What follows belongs to an exercise in optimizing a design on an open flow for small area and a short achievable clock period; a production flow would make more cautious choices. The RTL was checked by simulation tests, not by an equivalence proof against the original design. No driver is modelled on the clock port, so clocking that relies on it looks cheaper here than on a real chip. Power figures rest on the tool's default switching activity, not on a simulated workload.

## ets_sweep_controller
module ets_sweep_controller #(
  parameter int RESULT_WIDTH  = 32,
  parameter int DEPTH         = 64,
  parameter int STEP_WIDTH    = 16,
  parameter int SETTLE_CYCLES = 16
) (
  input  logic                    clk,
  input  logic                    reset_n,
  input  logic                    start,
  input  logic                    abort,
  input  logic [STEP_WIDTH-1:0]   step_count,
  output logic                    sampler_request_run,
  input  logic                    sampler_running,
  input  logic                    sampler_result_ready,
  input  logic [RESULT_WIDTH-1:0] sampler_result,
  output logic                    phase_step,
  input  logic                    phase_step_ack,
  output logic                    busy,
  output logic                    done,
  output logic [STEP_WIDTH-1:0]   position,
  input  logic                    rd_en,
  output logic                    rd_valid,
  output logic [RESULT_WIDTH-1:0] rd_data,
  output logic [$clog2(DEPTH):0]  level
);
  localparam int LW   = $clog2(DEPTH) + 1;
  localparam int ROWS = 63;                        
  localparam logic [LW-1:0]         LVL_ONE  = 1;
  localparam logic [STEP_WIDTH-1:0] STEP_ONE = 1;
  localparam logic [3:0]            SET_LOAD = 4'(SETTLE_CYCLES - 1);
  logic s_check, s_wr, s_wack, s_settle, s_drain;   
  logic idle;                                       
  logic [STEP_WIDTH-1:0] count_q;
  logic [3:0]            settle_q;
  logic                  last_q;
  assign idle = ~busy;
  ...
Settings: LEC_CHECK=0, CAP_MARGIN=30, CORE_MARGIN=2, CORE_UTILIZATION=48, CTS_CLUSTER_DIAMETER=100, CTS_CLUSTER_SIZE=25, SETUP_SLACK_MARGIN=3.1, SLEW_MARGIN=30; clock period 5.5 ns.
standard.sh (not shown) runs the stock make flow with config.mk's settings and CLKGATE_MAP_FILE= SYNTH_SCRIPT=/design/flow/synth_recipe.tcl, a recipe that flattens the netlist after the stock synthesis.
==> flow/flow/run.sh <==
#!/bin/bash
# Own layout flow: the standard ORFS flow, with one hook after clock-tree synthesis
# (flow/post_cts.tcl) that moves output-port buffers next to the flip-flops that feed them and
# buffers flip-flop outputs with many loads next to the flip-flop, then repairs timing again.
# Ports are buffered with buf_4 (instead of a delay cell) and sizing may change footprints.
# The clock tree is built without dummy loads.
set -euo pipefail
export POST_CTS_TCL="$PWD/flow/post_cts.tcl"
export BUFFER_PORTS_ARGS="-buffer_cell sky130_fd_sc_hd__buf_4"
export CTS_ARGS="-sink_clustering_enable -repair_clock_nets -sink_clustering_size 25 -sink_clustering_max_diameter 100 -dont_use_dummy_load"
bash standard.sh MATCH_CELL_FOOTPRINT=0 finish > standard_flow.log 2>&1
==> flow/flow/post_cts.tcl <==
# Runs inside ORFS's CTS step, after its timing repair and legalisation. The resizer leaves
# flip-flops slow when they drive long wires or many loads, so for each flip-flop output:
# 1. every output-port buffer it feeds is moved next to the flip-flop, so the buffer, not the
#    flip-flop, drives the wire to the pin;
# 2. if it has several other loads, a buffer placed next to the flip-flop takes them over.
# Then cells are legalised and timing is repaired again.
set block [ord::get_db_block]
set bmaster [[ord::get_db] findMaster sky130_fd_sc_hd__buf_4]
proc is_port_buffer {inst} {
  foreach it [$inst getITerms] {
    if {[$it isOutputSignal]} {
      set n [$it getNet]
      if {$n ne "NULL" && [llength [$n getBTerms]] > 0} { return 1 }
    }
  }
  return 0
}
set nm 0
set nb 0
foreach inst [$block getInsts] {
  if {![[$inst getMaster] isSequential]} { continue }
  set loc [$inst getLocation]
  foreach it [$inst getITerms] {
    if {![$it isOutputSignal]} { continue }
    set net [$it getNet]
    if {$net eq "NULL" || [$net getSigType] eq "CLOCK"} { continue }
    set others {}
    foreach ld [$net getITerms] {
      if {$ld eq $it} { continue }
      set li [$ld getInst]
      if {[is_port_buffer $li]} {
        $li setLocation [lindex $loc 0] [lindex $loc 1]
        incr nm
      } else {
        lappend others $ld
      }
    }
    if {[llength $others] + [llength [$net getBTerms]] < 4 || [llength [$net getBTerms]] > 0} { continue }
    incr nb
    set binst [odb::dbInst_create $block $bmaster "ffbuf_$nb"]
    set nnet [odb::dbNet_create $block "ffbuf_net_$nb"]
    foreach ld $others {
      $ld disconnect
      $ld connect $nnet
    }
    foreach bi [$binst getITerms] {
      if {[$bi isInputSignal]} { $bi connect $net }
      if {[$bi isOutputSignal]} { $bi connect $nnet }
    }
    $binst setLocation [lindex $loc 0] [lindex $loc 1]
    $binst setPlacementStatus PLACED
  }
}
puts "post_cts: moved $nm output buffers, buffered $nb flip-flop outputs"
detailed_placement
estimate_parasitics -placement
repair_timing_helper
detailed_placement
check_placement -verbose
report_worst_slack -max
The baseline passed the timing, design-rule and antenna checks.
Then changed:
==> flow/flow/run.sh (replaced) <==
#!/bin/bash
# Own layout flow: the standard ORFS flow, with one hook after clock-tree synthesis
# (flow/post_cts.tcl) that moves output-port buffers next to the flip-flops that feed them and
# buffers flip-flop outputs with many loads next to the flip-flop, then repairs timing again.
# Ports are buffered with buf_4 (instead of a delay cell) and sizing may change footprints.
set -euo pipefail
export POST_CTS_TCL="$PWD/flow/post_cts.tcl"
export BUFFER_PORTS_ARGS="-buffer_cell sky130_fd_sc_hd__buf_4"
bash standard.sh MATCH_CELL_FOOTPRINT=0 finish > standard_flow.log 2>&1
--- a/flow/flow/post_cts.tcl
+++ b/flow/flow/post_cts.tcl
@@ -6,5 +6,5 @@
 # Then cells are legalised and timing is repaired again.
 set block [ord::get_db_block]
-set bmaster [[ord::get_db] findMaster sky130_fd_sc_hd__buf_4]
+set bmaster [[ord::get_db] findMaster sky130_fd_sc_hd__buf_6]
 proc is_port_buffer {inst} {
   foreach it [$inst getITerms] {
CORE_UTILIZATION = 52   (was 48)
SETUP_SLACK_MARGIN = 3.0   (was 3.1)
The new run passed the timing, design-rule and antenna checks. Wire length grows by a few percent. Final area grows slightly. Fmax shrinks by a few percent. Power barely changes. Register-to-register slack degrades by 90 ps. Utilization grows by 4.9 points. Via count grows by a few percent. Worst setup slack degrades by 85 ps. Synthesized area stays the same. Hold slack degrades by 16 ps. Combinational power shrinks by a little under a tenth.
Then changed:
CORE_UTILIZATION = 48   (was 52)
The changed run ran to the end with no violations.
Setup slack gets worse by 19 ps.
Sequential power stays flat.
Sequential cell count does not change.
Wire length went up slightly.
Design area barely changes.
Then changed:
==> flow/flow/run.sh (replaced) <==
#!/bin/bash
# Own layout flow: the standard ORFS flow, with one hook after clock-tree synthesis
# (flow/post_cts.tcl) that buffers flip-flop outputs with many loads next to the flip-flop,
# then repairs timing again.
# Ports are buffered with buf_4 (instead of a delay cell) and sizing may change footprints.
set -euo pipefail
export POST_CTS_TCL="$PWD/flow/post_cts.tcl"
export BUFFER_PORTS_ARGS="-buffer_cell sky130_fd_sc_hd__buf_4"
bash standard.sh MATCH_CELL_FOOTPRINT=0 finish > standard_flow.log 2>&1
==> flow/flow/post_cts.tcl (replaced) <==
# Runs inside ORFS's CTS step, after its timing repair and legalisation. The resizer leaves
# flip-flops that drive many loads slow, so each flip-flop output with several loads gets a
# buffer placed next to the flip-flop that takes over those loads; then timing is repaired
# again.
set block [ord::get_db_block]
set bmaster [[ord::get_db] findMaster sky130_fd_sc_hd__buf_6]
set nb 0
foreach inst [$block getInsts] {
  set m [$inst getMaster]
  if {![$m isSequential]} { continue }
  foreach it [$inst getITerms] {
    if {![$it isOutputSignal]} { continue }
    set net [$it getNet]
    if {$net eq "NULL"} { continue }
    if {[$net getSigType] eq "CLOCK"} { continue }
    set loads [expr {[llength [$net getITerms]] - 1 + [llength [$net getBTerms]]}]
    if {$loads < 4} { continue }
    incr nb
    set binst [odb::dbInst_create $block $bmaster "ffbuf_$nb"]
    set nnet [odb::dbNet_create $block "ffbuf_net_$nb"]
    $it disconnect
    $it connect $nnet
    foreach bi [$binst getITerms] {
      if {[$bi isInputSignal]} { $bi connect $nnet }
      if {[$bi isOutputSignal]} { $bi connect $net }
    }
    set loc [$inst getLocation]
    $binst setLocation [lindex $loc 0] [lindex $loc 1]
    $binst setPlacementStatus PLACED
  }
}
puts "post_cts: buffered $nb flip-flop outputs"
detailed_placement
estimate_parasitics -placement
repair_timing_helper
detailed_placement
check_placement -verbose
report_worst_slack -max
CTS_CLUSTER_DIAMETER = 60   (was 100)
CTS_CLUSTER_SIZE = 30   (was 25)
After rerunning: Clock power rises by 32%. Setup slack gets worse by 120 ps. Wire length is about the same. Final cell count climbs by about 0.6%. First-iteration DRC count falls by 1.7%. Power is higher by about 9%.

[what the ideal ports hide]
In the flow no input, the clock included, has a driving cell. The finished layouts below were timed again as built, in two steps. Step 1 assumes that a clkbuf_16 drives the clock port and a buf_2 every other input. Step 2 times the ports against the registers' clock, not the clock port: input delays grow and output delays shrink by t, the midpoint of the rising clock arrivals with the driver on. a / b / c = ideal / step 1 / step 2; a / b = the first two.
run | t, ns | setup slack, ns | worst setup path at the end | worst data-port slew with drivers (ns) | pins driven straight from the clock port
the first run | 0.798 | 3.024 / 2.965 / 2.320 | input to register | 0.20 | 1
the second run | 0.838 | 2.939 / 2.939 / 2.177 | input to register | 0.16 | 1
the third run | 0.859 | 2.920 / 2.920 / 2.254 | input to register | 0.24 | 1
the fourth run | 0.910 | 2.797 / 2.713 / 2.220 | input to register | 0.22 | 1
After both steps every run listed still meets setup and hold. The setup slack of the second run, which loses most, moves by 0.000 ns with the drivers and by -0.762 ns with both steps.
